This is an optimization exercise on Yosys and OpenROAD, whose aim is a short achievable clock period and few clock cycles, not a production implementation.
The RTL was checked by simulation tests, not by an equivalence proof against the original design.
Power and IR drop assume default switching activity.

## design.v

```verilog
`default_nettype none
package mipsIsaPkg;
    typedef logic [32-1:0] wordT;
    typedef logic [5-1:0] regAddrT;
    typedef enum logic [5:0] {
        opSpecial = 6'h00,   
        opBeq     = 6'h04,
        opOri     = 6'h0d,
        opLui     = 6'h0f,
        opLw      = 6'h23,
        opSw      = 6'h2b
    } opcodeT;
    typedef enum logic [5:0] {
        fnAddu = 6'h21,
        fnSubu = 6'h23,
        fnAnd  = 6'h24,
        fnOr   = 6'h25,
        fnSlt  = 6'h2a
    } functT;
    typedef enum logic [2:0] {
        aluAdd,
        aluSub,
        aluAnd,
        aluOr,
        aluSlt,    
        aluPassB   
    } aluOpT;
endpackage
`default_nettype wire
`default_nettype none
package pipePkg;
    typedef enum logic [1:0] {
        wdNone = 2'd0,
        wdAlu  = 2'd1,
        wdMem  = 2'd2,
        wdExt  = 2'd3    
    } wdSrcT;
    typedef enum logic [1:0] {
        fwdReg   = 2'd0,   
        fwdFromE = 2'd1,
        fwdFromM = 2'd2,
        fwdFromW = 2'd3
    } fwdSelT;
    typedef logic [1:0] hazTimeT;
    localparam hazTimeT tUseBranch = 2'd0;
    localparam hazTimeT tUseAlu    = 2'd1;
    localparam hazTimeT tUseStore  = 2'd2;
    localparam hazTimeT tUseNone   = 2'd3;   
    localparam hazTimeT tNewNow  = 2'd0;
    localparam hazTimeT tNewAlu  = 2'd1;
    localparam hazTimeT tNewLoad = 2'd2;
endpackage
`default_nettype wire
`timescale 1ns/1ps
`default_nettype none
module fetchStage (
    input  logic clk,
    input  logic rstN,
    input  logic stall,
    input  logic branchTaken,
    input  mipsIsaPkg::wordT branchTarget,
    input  mipsIsaPkg::wordT instrData,
    output mipsIsaPkg::wordT instrAddr,
    output mipsIsaPkg::wordT dInstr,
    output mipsIsaPkg::wordT dPc
);
    mipsIsaPkg::wordT pc;
    mipsIsaPkg::wordT nextPc;
    assign nextPc = branchTaken ? branchTarget : pc + 32'd4;
    assign instrAddr = pc;
    always_ff @(posedge clk or negedge rstN) begin
        if (!rstN) begin
            pc <= 32'h0000_3000;
        end else if (!stall) begin
            pc <= nextPc;
        end
    end
    always_ff @(posedge clk or negedge rstN) begin
        if (!rstN) begin
            dInstr <= 32'h0000_0000;
            dPc    <= '0;
        end else if (!stall) begin
            dInstr <= instrData;   
            dPc    <= pc;
        end
    end
endmodule
`default_nettype wire
`timescale 1ns/1ps
`default_nettype none
module instrDecoder (
    input  mipsIsaPkg::wordT        instr,
    output mipsIsaPkg::regAddrT     rs,
    output mipsIsaPkg::regAddrT     rt,
    output mipsIsaPkg::regAddrT     dest,
    output logic [15:0] imm,
    output mipsIsaPkg::aluOpT       aluOp,
    output logic        useImm,
    output pipePkg::wdSrcT       wdSrc,
    output logic        isBeq,
    output logic        isStore,
    output pipePkg::hazTimeT     useRs,
    output pipePkg::hazTimeT     useRt,
    output pipePkg::hazTimeT     newTime
);
    mipsIsaPkg::opcodeT  op;
    mipsIsaPkg::functT   fn;
    mipsIsaPkg::regAddrT rd;
    mipsIsaPkg::aluOpT   rAluOp;
    logic    fnKnown;
    assign op  = mipsIsaPkg::opcodeT'(instr[31:26]);
    assign fn  = mipsIsaPkg::functT'(instr[5:0]);
    assign rs  = instr[25:21];
    assign rt  = instr[20:16];
    assign rd  = instr[15:11];
    assign imm = instr[15:0];
    always_comb begin
        fnKnown = 1'b1;
        case (fn)
            mipsIsaPkg::fnAddu:  rAluOp = mipsIsaPkg::aluAdd;
            mipsIsaPkg::fnSubu:  rAluOp = mipsIsaPkg::aluSub;
            mipsIsaPkg::fnAnd:   rAluOp = mipsIsaPkg::aluAnd;
            mipsIsaPkg::fnOr:    rAluOp = mipsIsaPkg::aluOr;
            mipsIsaPkg::fnSlt:   rAluOp = mipsIsaPkg::aluSlt;
            default: begin
                rAluOp  = mipsIsaPkg::aluAdd;
                fnKnown = 1'b0;   
            end
        endcase
    end
    always_comb begin
        dest    = '0;
        aluOp   = mipsIsaPkg::aluAdd;
        useImm  = 1'b0;
        wdSrc   = pipePkg::wdNone;
        isBeq   = 1'b0;
        isStore = 1'b0;
        useRs   = pipePkg::tUseNone;
        useRt   = pipePkg::tUseNone;
        newTime = pipePkg::tNewNow;
        case (op)
            mipsIsaPkg::opSpecial: begin
                if (fnKnown) begin
                    dest    = rd;
                    aluOp   = rAluOp;
                    wdSrc   = pipePkg::wdAlu;
                    useRs   = pipePkg::tUseAlu;
                    useRt   = pipePkg::tUseAlu;
                    newTime = pipePkg::tNewAlu;
                end
            end
            mipsIsaPkg::opOri: begin
                dest    = rt;
                aluOp   = mipsIsaPkg::aluOr;
                useImm  = 1'b1;
                wdSrc   = pipePkg::wdAlu;
                useRs   = pipePkg::tUseAlu;
                newTime = pipePkg::tNewAlu;
            end
            mipsIsaPkg::opLui: begin
                dest   = rt;
                aluOp  = mipsIsaPkg::aluPassB;
                useImm = 1'b1;
                wdSrc  = pipePkg::wdExt;   
            end
            mipsIsaPkg::opLw: begin
                dest    = rt;
                useImm  = 1'b1;
                wdSrc   = pipePkg::wdMem;
                useRs   = pipePkg::tUseAlu;
                newTime = pipePkg::tNewLoad;
            end
            mipsIsaPkg::opSw: begin
                useImm  = 1'b1;
                isStore = 1'b1;
                useRs   = pipePkg::tUseAlu;
                useRt   = pipePkg::tUseStore;   
            end
            mipsIsaPkg::opBeq: begin
                isBeq = 1'b1;
                useRs = pipePkg::tUseBranch;
                useRt = pipePkg::tUseBranch;
            end
            default: ;
        endcase
    end
endmodule
`default_nettype wire
`timescale 1ns/1ps
`default_nettype none
module regFile (
    input  logic    clk,
    input  logic    rstN,
    input  mipsIsaPkg::regAddrT rdAddrA,
    input  mipsIsaPkg::regAddrT rdAddrB,
    input  mipsIsaPkg::regAddrT wrAddr,
    input  logic    wrEn,
    input  mipsIsaPkg::wordT    wrData,
    output mipsIsaPkg::wordT    rdDataA,
    output mipsIsaPkg::wordT    rdDataB
);
    localparam int NumRegs = 1 << 5;
    mipsIsaPkg::wordT regs [1:NumRegs-1];   
    always_ff @(posedge clk or negedge rstN) begin
        if (!rstN) begin
            for (int i = 1; i < NumRegs; i++) begin
                regs[i] <= '0;
            end
        end else if (wrEn && wrAddr != '0) begin
            regs[wrAddr] <= wrData;
        end
    end
    always_comb begin
        if (rdAddrA == '0)                     rdDataA = '0;
        else if (wrEn && wrAddr == rdAddrA)    rdDataA = wrData;
        else                                   rdDataA = regs[rdAddrA];
        if (rdAddrB == '0)                     rdDataB = '0;
        else if (wrEn && wrAddr == rdAddrB)    rdDataB = wrData;
        else                                   rdDataB = regs[rdAddrB];
    end
endmodule
`default_nettype wire
`timescale 1ns/1ps
`default_nettype none
module hazardUnit (
    input  mipsIsaPkg::regAddrT dRs,
    input  mipsIsaPkg::regAddrT dRt,
    input  pipePkg::hazTimeT dUseRs,
    input  pipePkg::hazTimeT dUseRt,
    input  mipsIsaPkg::regAddrT eDest,
    input  mipsIsaPkg::regAddrT mDest,
    input  mipsIsaPkg::regAddrT wDest,
    input  pipePkg::hazTimeT eNew,
    input  pipePkg::hazTimeT mNew,
    input  mipsIsaPkg::regAddrT eRs,
    input  mipsIsaPkg::regAddrT eRt,
    output logic    stall,
    output pipePkg::fwdSelT  dFwdRs,
    output pipePkg::fwdSelT  dFwdRt,
    output pipePkg::fwdSelT  eFwdRs,
    output pipePkg::fwdSelT  eFwdRt
);
    function automatic logic srcStall(input mipsIsaPkg::regAddrT src, input pipePkg::hazTimeT useT);
        if (src == '0)        srcStall = 1'b0;
        else if (src == eDest) srcStall = useT < eNew;
        else if (src == mDest) srcStall = useT < mNew;
        else                   srcStall = 1'b0;
    endfunction
    function automatic pipePkg::fwdSelT dSel(input mipsIsaPkg::regAddrT src);
        if (src == '0)         dSel = pipePkg::fwdReg;
        else if (src == eDest) dSel = pipePkg::fwdFromE;
        else if (src == mDest) dSel = pipePkg::fwdFromM;
        else                   dSel = pipePkg::fwdReg;   
    endfunction
    function automatic pipePkg::fwdSelT eSel(input mipsIsaPkg::regAddrT src);
        if (src == '0)         eSel = pipePkg::fwdReg;
        else if (src == mDest) eSel = pipePkg::fwdFromM;
        else if (src == wDest) eSel = pipePkg::fwdFromW;
        else                   eSel = pipePkg::fwdReg;
    endfunction
    assign stall  = srcStall(dRs, dUseRs) | srcStall(dRt, dUseRt);
    assign dFwdRs = dSel(dRs);
    assign dFwdRt = dSel(dRt);
    assign eFwdRs = eSel(eRs);
    assign eFwdRt = eSel(eRt);
endmodule
`default_nettype wire
`timescale 1ns/1ps
`default_nettype none
module executeStage (
    input  logic    clk,
    input  logic    rstN,
    input  logic    stall,
    input  mipsIsaPkg::wordT    dInstr,
    input  mipsIsaPkg::wordT    dPc,
    input  mipsIsaPkg::wordT    rdDataA,
    input  mipsIsaPkg::wordT    rdDataB,
    input  pipePkg::fwdSelT  dFwdRs,
    input  pipePkg::fwdSelT  dFwdRt,
    input  pipePkg::fwdSelT  eFwdRs,
    input  pipePkg::fwdSelT  eFwdRt,
    input  mipsIsaPkg::wordT    mFwdData,
    input  mipsIsaPkg::wordT    wFwdData,
    output logic    branchTaken,
    output mipsIsaPkg::wordT    branchTarget,
    output mipsIsaPkg::regAddrT dRs,
    output mipsIsaPkg::regAddrT dRt,
    output mipsIsaPkg::regAddrT eRs,
    output mipsIsaPkg::regAddrT eRt,
    output mipsIsaPkg::regAddrT eDest,
    output pipePkg::hazTimeT dUseRs,
    output pipePkg::hazTimeT dUseRt,
    output pipePkg::hazTimeT eNew,
    output mipsIsaPkg::wordT    mInstr,
    output mipsIsaPkg::wordT    mPc,
    output mipsIsaPkg::wordT    mAlu,
    output mipsIsaPkg::wordT    mStoreData
);
    logic [15:0] dImm, eImm;
    logic        dIsBeq, eUseImm;
    mipsIsaPkg::wordT        dRsVal, dRtVal, eInstr, ePc, eRsReg, eRtReg;
    mipsIsaPkg::wordT        eRsVal, eRtVal, eExt, eFwdData, aluB, aluOut;
    mipsIsaPkg::aluOpT       eAluOp;
    pipePkg::wdSrcT       eWdSrc;
    function automatic mipsIsaPkg::wordT pickOperand(input pipePkg::fwdSelT sel, input mipsIsaPkg::wordT regVal,
                                         input mipsIsaPkg::wordT eVal, input mipsIsaPkg::wordT mVal,
                                         input mipsIsaPkg::wordT wVal);
        case (sel)
            pipePkg::fwdFromE: pickOperand = eVal;
            pipePkg::fwdFromM: pickOperand = mVal;
            pipePkg::fwdFromW: pickOperand = wVal;
            default:  pickOperand = regVal;
        endcase
    endfunction
    instrDecoder dDec (
        .instr(dInstr), .rs(dRs), .rt(dRt), .dest(), .imm(dImm), .aluOp(),
        .useImm(), .wdSrc(), .isBeq(dIsBeq), .isStore(), .useRs(dUseRs),
        .useRt(dUseRt), .newTime()
    );
    assign dRsVal = pickOperand(dFwdRs, rdDataA, eFwdData, mFwdData, wFwdData);
    assign dRtVal = pickOperand(dFwdRt, rdDataB, eFwdData, mFwdData, wFwdData);
    assign branchTaken  = dIsBeq && (dRsVal == dRtVal);
    assign branchTarget = dPc + 32'd4 + {{14{dImm[15]}}, dImm, 2'b00};
    always_ff @(posedge clk or negedge rstN) begin
        if (!rstN) begin
            eInstr <= 32'h0000_0000;
            ePc    <= '0;
        end else begin
            eInstr <= stall ? 32'h0000_0000 : dInstr;
            ePc    <= stall ? '0 : dPc;
        end
    end
    always_ff @(posedge clk) begin
        eRsReg <= dRsVal;
        eRtReg <= dRtVal;
    end
    instrDecoder eDec (
        .instr(eInstr), .rs(eRs), .rt(eRt), .dest(eDest), .imm(eImm), .aluOp(eAluOp),
        .useImm(eUseImm), .wdSrc(eWdSrc), .isBeq(), .isStore(), .useRs(),
        .useRt(), .newTime(eNew)
    );
    assign eExt = (eAluOp == mipsIsaPkg::aluPassB) ? {eImm, 16'h0000} :
                  (eAluOp == mipsIsaPkg::aluOr)    ? {16'h0000, eImm} :
                                         {{16{eImm[15]}}, eImm};
    assign eFwdData = (eWdSrc == pipePkg::wdExt) ? eExt : '0;   
    assign eRsVal = pickOperand(eFwdRs, eRsReg, eFwdData, mFwdData, wFwdData);
    assign eRtVal = pickOperand(eFwdRt, eRtReg, eFwdData, mFwdData, wFwdData);
    assign aluB   = eUseImm ? eExt : eRtVal;
    always_comb begin
        case (eAluOp)
            mipsIsaPkg::aluSub:   aluOut = eRsVal - aluB;
            mipsIsaPkg::aluAnd:   aluOut = eRsVal & aluB;
            mipsIsaPkg::aluOr:    aluOut = eRsVal | aluB;
            mipsIsaPkg::aluSlt:   aluOut = {31'd0, $signed(eRsVal) < $signed(aluB)};
            mipsIsaPkg::aluPassB: aluOut = aluB;
            default:  aluOut = eRsVal + aluB;
        endcase
    end
    always_ff @(posedge clk or negedge rstN) begin
        if (!rstN) begin
            mInstr <= 32'h0000_0000;
            mPc    <= '0;
        end else begin
            mInstr <= eInstr;
            mPc    <= ePc;
        end
    end
    always_ff @(posedge clk) begin
        mAlu       <= aluOut;
        mStoreData <= eRtVal;   
    end
endmodule
`default_nettype wire
`timescale 1ns/1ps
`default_nettype none
module memWriteback (
    input  logic    clk,
    input  logic    rstN,
    input  mipsIsaPkg::wordT    mInstr,
    input  mipsIsaPkg::wordT    mPc,
    input  mipsIsaPkg::wordT    mAlu,
    input  mipsIsaPkg::wordT    mStoreData,
    input  mipsIsaPkg::wordT    dataRdata,
    output mipsIsaPkg::wordT    dataAddr,
    output mipsIsaPkg::wordT    dataWdata,
    output logic    dataWe,
    output mipsIsaPkg::regAddrT mDest,
    output pipePkg::hazTimeT mNew,
    output mipsIsaPkg::wordT    mFwdData,
    output logic    wbWe,
    output mipsIsaPkg::regAddrT wbAddr,
    output mipsIsaPkg::wordT    wbData,
    output mipsIsaPkg::wordT    wbPc
);
    mipsIsaPkg::regAddrT mRt;
    logic    mIsStore;
    pipePkg::hazTimeT mNewTime;
    mipsIsaPkg::wordT    wInstr, wAlu, wMem;
    pipePkg::wdSrcT   wWdSrc;
    instrDecoder mDec (
        .instr(mInstr), .rs(), .rt(mRt), .dest(mDest), .imm(), .aluOp(),
        .useImm(), .wdSrc(), .isBeq(), .isStore(mIsStore), .useRs(),
        .useRt(), .newTime(mNewTime)
    );
    assign mNew     = (mNewTime == 2'd0) ? 2'd0 : mNewTime - 2'd1;
    assign mFwdData = mAlu;   
    assign dataAddr  = mAlu;
    assign dataWe    = mIsStore;
    assign dataWdata = (wbWe && mRt != '0 && mRt == wbAddr) ? wbData : mStoreData;
    always_ff @(posedge clk or negedge rstN) begin
        if (!rstN) begin
            wInstr <= 32'h0000_0000;
            wbPc   <= '0;
        end else begin
            wInstr <= mInstr;
            wbPc   <= mPc;
        end
    end
    always_ff @(posedge clk) begin
        wAlu <= mAlu;
        wMem <= dataRdata;
    end
    instrDecoder wDec (
        .instr(wInstr), .rs(), .rt(), .dest(wbAddr), .imm(), .aluOp(),
        .useImm(), .wdSrc(wWdSrc), .isBeq(), .isStore(), .useRs(),
        .useRt(), .newTime()
    );
    assign wbWe   = (wWdSrc != pipePkg::wdNone);
    assign wbData = (wWdSrc == pipePkg::wdMem) ? wMem : wAlu;
endmodule
`default_nettype wire
`timescale 1ns/1ps
`default_nettype none
module mips (
    input  logic    clk,
    input  logic    rstN,
    output mipsIsaPkg::wordT    instrAddr,
    input  mipsIsaPkg::wordT    instrData,
    output mipsIsaPkg::wordT    dataAddr,
    output mipsIsaPkg::wordT    dataWdata,
    output logic    dataWe,
    input  mipsIsaPkg::wordT    dataRdata,
    output logic    wbWe,
    output mipsIsaPkg::regAddrT wbAddr,
    output mipsIsaPkg::wordT    wbData,
    output mipsIsaPkg::wordT    wbPc
);
    logic    stall, branchTaken;
    mipsIsaPkg::wordT    branchTarget, dInstr, dPc, rdDataA, rdDataB;
    mipsIsaPkg::wordT    mInstr, mPc, mAlu, mStoreData, mFwdData, wFwdData;
    mipsIsaPkg::regAddrT dRs, dRt, eRs, eRt, eDest, mDest;
    pipePkg::hazTimeT dUseRs, dUseRt, eNew, mNew;
    pipePkg::fwdSelT  dFwdRs, dFwdRt, eFwdRs, eFwdRt;
    assign wFwdData = wbData;   
    fetchStage fetch (.*);
    regFile grf (
        .clk(clk), .rstN(rstN), .rdAddrA(dRs), .rdAddrB(dRt),
        .wrAddr(wbAddr), .wrEn(wbWe), .wrData(wbData),
        .rdDataA(rdDataA), .rdDataB(rdDataB)
    );
    hazardUnit hazard (.wDest(wbAddr), .*);
    executeStage exec (.*);
    memWriteback memWb (.*);
endmodule
`default_nettype wire
```

## run.sh

```bash
#!/bin/bash
# synth_recipe.tcl (not shown) runs the flow's synth.tcl, then flattens the netlist and writes it again
# the make line also repeats each setting of config.mk as NAME=value (left out here)
make -C /OpenROAD-flow-scripts/flow DESIGN_CONFIG=/design/flow/config.mk WORK_HOME=/design/flow/orfs CLKGATE_MAP_FILE= SYNTH_SCRIPT=/design/flow/synth_recipe.tcl finish
```

## config.mk

```make
export PLATFORM = sky130hd
export DESIGN_NAME = mips
export DESIGN_NICKNAME = mips
export VERILOG_FILES = /design/flow/design.v
export SDC_FILE = /design/flow/constraint.sdc
export NUM_CORES = 8
export LEC_CHECK = 0
export CAP_MARGIN = 20
export CORE_MARGIN = 2
export CORE_UTILIZATION = 40
export SLEW_MARGIN = 20
```

## constraint.sdc

```tcl
create_clock -name core_clock -period 8.0 [get_ports {clk}]
set_input_delay 1.6000 -clock core_clock [delete_from_list [all_inputs] [get_ports {clk}]]
set_output_delay 1.6000 -clock core_clock [all_outputs]
set_load 0.01 [all_outputs]
```

==> results.txt <==
-- synth_stat cells (16+ instances only) --
| master | n | area share |
|---|---|---|
| dfrtp_1 | 1258 | 0.43 |
| nand2_1 | 988 | 0.051 |
| nor2_1 | 695 | 0.036 |
| o21ai_0 | 694 | 0.047 |
| clkbuf_1 | 637 | 0.033 |
| nand3_1 | 635 | 0.043 |
| a21oi_1 | 612 | 0.042 |
| a22oi_1 | 557 | 0.057 |
| nand4_1 | 226 | 0.019 |
| dfxtp_1 | 192 | 0.052 |
| inv_1 | 181 | 0.0093 |
| ha_1 | 158 | 0.027 |
| and3_1 | 123 | 0.011 |
| and2_1 | 110 | 0.0094 |
| mux2i_1 | 85 | 0.012 |
| nor3_1 | 85 | 0.0058 |
| xnor2_1 | 76 | 0.0091 |
| a22o_1 | 66 | 0.0079 |
| buf_1 | 51 | 0.0026 |
| or4_1 | 46 | 0.0047 |
| a222oi_1 | 45 | 0.0061 |
| nor4_1 | 45 | 0.0038 |
| a31oi_1 | 44 | 0.0038 |
| a221o_1 | 40 | 0.0055 |
| a2111oi_0 | 37 | 0.0044 |
| nand2b_1 | 31 | 0.0026 |
| a211oi_1 | 29 | 0.0030 |
| a221oi_1 | 29 | 0.0035 |
| o32a_1 | 29 | 0.0040 |
| o211ai_1 | 25 | 0.0026 |
| or2_2 | 24 | 0.0020 |
| or3_1 | 23 | 0.0020 |
| xor2_1 | 23 | 0.0027 |
| nor2b_1 | 22 | 0.0019 |
| o21bai_1 | 22 | 0.0023 |
| buf_2 | 21 | 0.0014 |
| o21a_1 | 21 | 0.0022 |
| o32ai_1 | 21 | 0.0025 |
| o21ai_1 | 20 | 0.0014 |
| a2bb2oi_1 | 17 | 0.0020 |
| o31a_1 | 17 | 0.0020 |
| o22ai_1 | 16 | 0.0014 |
-- logic make-up (layout without fill, tap and decap cells) --
kind of cell | count (synthesis) | count (layout) | share of synthesized area
AO/OA/AOI/OAI | 2486 | 2486 | 0.218
XOR/XNOR | 99 | 99 | 0.0118
adder cells (fa/ha/maj) | 161 | 161 | 0.0278
buffers and inverters | 896 | 992 | 0.0465
flip-flops | 1452 | 1452 | 0.483
multiplexers | 89 | 89 | 0.0122
other | 1 | 24 | 0.0000512
AND/OR/NAND/NOR | 3126 | 3126 | 0.200
-- worst max-delay path, delay by kind of cell (launching register included) --
kind,cells,cell delay (ns)
flip-flops,1,0.38
buffers and inverters,6,1.25
multiplexers,1,0.27
adder cells (fa/ha/maj),1,0.36
AO/OA/AOI/OAI,14,3.53
AND/OR/NAND/NOR,7,1.48
XOR/XNOR,1,0.14
-- power groups by stage --
stage          Clock [mW]  Combinational [mW]  Sequential (mW)
5_1_grt              8.21                3.32             8.24
6_report             7.87                3.17             8.21
3_5_place_dp            0                3.03             8.33
2_1_floorplan           0                1.57             8.12
4_1_cts              7.89                3.04             8.20
3_3_place_gp            0                3.01             8.32
-- per-layer routing --
layer,up-vias,track usage
met1,35500,0.479
met4,30,0.250
met2,6174,0.538
met5,-,0.00156
li1,30100,-
met3,1794,0.168
-- cells in the final DEF, fill, tap and decap left out, types with 121 or more instances in the layout --
cell             synthesis  routed
a21oi_1                612     610
a22oi_1                557     557
and3_1                 123     121
buf_4                    1     261
clkbuf_16                0     163
clkdlybuf4s50_1          0     231
dfrtp_1               1258    1258
dfxtp_1                192     192
ha_1                   158     158
inv_1                  181     181
nand2_1                988     969
nand3_1                635     634
nand4_1                226     226
nor2_1                 695     633
o21ai_0                694     694
-- worst max path at each step --
| stage | from | end | slack, ns | depth (start not counted) |
|---|---|---|---|---|
| after floorplan | memWb.wInstr[29] | exec.mAlu[31] | 1.11 | 30 |
| after global placement | memWb.wInstr[30] | exec.mAlu[31] | 0.41 | 30 |
| after detailed placement | memWb.wInstr[30] | exec.mAlu[31] | 0.43 | 30 |
| after CTS | memWb.wInstr[30] | exec.mAlu[31] | 0.38 | 30 |
| after global routing | exec.mInstr[31] | exec.mAlu[31] | -0.03 | 27 |
| final | memWb.wInstr[30] | exec.mAlu[31] | 0.47 | 30 |
-- per-stage QoR --
stage,power [mW],area (sq um)
6_report,19.3,85000
3_5_place_dp,11.4,79300
2_1_floorplan,9.69,73300
5_1_grt,19.8,84900
3_3_place_gp,11.3,79200
4_1_cts,19.1,84700
-- area by class of cell --
cell class / count / area, sq um / area share
Tap cell: 2385 / 2980 / 0.0351
Antenna cell: 22 / 55.1 / 0.000648
Inverter: 184 / 691 / 0.00813
Timing Repair Buffer: 516 / 4780 / 0.0562
Clock buffer: 226 / 4610 / 0.0542
Clock inverter: 66 / 890 / 0.0105
Multi-Input combinational cell: 5963 / 35600 / 0.419
Sequential cell: 1452 / 35400 / 0.416
-- what timing repair did --
item | in CTS | in global routing
endpoints found under the setup margin | 0 | 3
setup buffers | 0 | 0
gates resized for setup | 0 | 5
==> impl_metrics.ini <==
[status]
status = finished clean

[placement]
dp_hpwl_um = 230000
place_inst = 10500
portBuffers = 232
place_ws_ns = 0.434
globalplace.congestion = 1.00

[clock_network]
cts_made_buffers = 163
path_clk_slew_ns = 0.06
cts_root_buffer = clkbuf_16
clkSinkCount = 1452
cts_tree = done
ctsHoldBuffers = 0
clkLatencyLatePin_ns = 0.88
cts_max_path_buffers = 3
ctsHtreeMaxLevel = 4

[detailed_routing]
wl_met2_um = 148000
num_vias = 73600
dr.pass1.iters = 13
vias_per_cell = 6.81
wl_met1_um = 132000
drtIter0Drc = 12600
final_antenna_net_count = 0
wl_per_cell_um = 33.9
drc = 0
wl_met3_um = 55800
dr.max_layer_used = met5
drt-total-wl_um = 366000

[power_and_ir_drop]
combPwrFrac = 0.165
p_clk_frac = 0.409
p_seq_frac = 0.426
p_per_area_nw_per_um2 = 227
p_leak_nw = 37.3
ir_drop_uv = 223
swShare = 0.311
p_sw_mw = 5.98
internal_power_mw = 13.3

[critical_path]
cp_max_fo = 26
cp.required_ns = 8.75
critical_path_arrival_ns = 8.29
r2r_cells = 30
cpMostUsedCell = buf_4
r2r-start = memWb.wInstr[30]
max_stage_delay_ns = 0.50
path_class = reg -> reg
endpoint_kind = flip-flop
r2r-end = exec.mAlu[31]
slowest_stage = a211oi_1
start_kind = flip-flop
reg2reg_slack_ns = 0.47

[synth]
synth-seq-cells = 1452
synth_edf_count = 0
syn-cell-area_sq_um = 73300
syn_inst = 8310
synth_flop_cell = dfrtp_1
synthArstFlopShare = 0.868
synth.distinct_cells = 94
postSynthAreaPerCell_sq_um = 8.82
synth.yosys.warnings = 7
ys_seq_area_frac = 0.483

[global_routing]
first_global_vias = 68800
grt_first_pass_wirelength_um = 516000
grt.overflow.total = 0
grt.total_usage = 0.385
antenna_found_initial = 26
grt_max_degree = 180

[layout]
fin_util = 0.466
fillCellCount = 17400
largest_reg_flops = 992
synthToLayoutAreaGrowth_pct = 16.0
layout-drive-gt1-share = 0.0898
fin_cells = 10800
final_net_count = 8507
top_register = grf.regs

[timing]
holdWs_ns = 0.344
drv_slew = 0
fin_setup_tns_ns = 0
layout_setup_ws_ns = 0.466
worst_slew_pin_slew_ns = 1.34
skew_ns = 0.0600
max_slew_margin = 0.103
finalCritPeriodShare = 0.942
max_clock_freq_ghz = 0.133
final_hold_viol_count = 0
period_minus_slack_ns = 7.53
finalSetupViolCount = 0

[floorplan]
die_w_um = 432
num_rows = 157
initial_core_util = 0.401
core_area_sq_um = 182000
dieArea_sq_um = 187000
num_io_pins = 233
die_h_um = 432

[hold_path]
hold_depth = 0
hp-start = exec.mPc[5]
holdPathEnd = memWb.wbPc[5]
hold_path_class = reg -> reg

[job]
drv_cap = 0
Testbench counts, summed over its fixed seeds: cycles 23,111.

afterwards: timing with drivers on the ports:
In the flow no input, the clock included, has a driving cell. The finished layout below was timed again as built, in two steps. Step 1 (the two cells are an assumption about what drives the block):
set clk [get_ports {clk}]
set_driving_cell -lib_cell sky130_fd_sc_hd__clkbuf_16 $clk
set_driving_cell -lib_cell sky130_fd_sc_hd__buf_2 [delete_from_list [all_inputs] $clk]
Step 2, shift: input delay + t, output delay - t, t = (earliest + latest rising clock arrival at the registers) / 2. This alone moves slack from input paths to output paths. Slacks: ideal ports / drivers / drivers and shift; pairs: ideal ports / drivers.
shift t [ns]: 0.930
setup WS [ns]: 0.466 / 0.466 / 0.466
hold slack, ns: 0.344 / 0.344 / 0.344
worst slew at a driven data input, ns: 0.11
After both steps this run still meets setup and hold. The setup slack of this run moves by 0.000 ns with the drivers and by 0.000 ns with both steps.
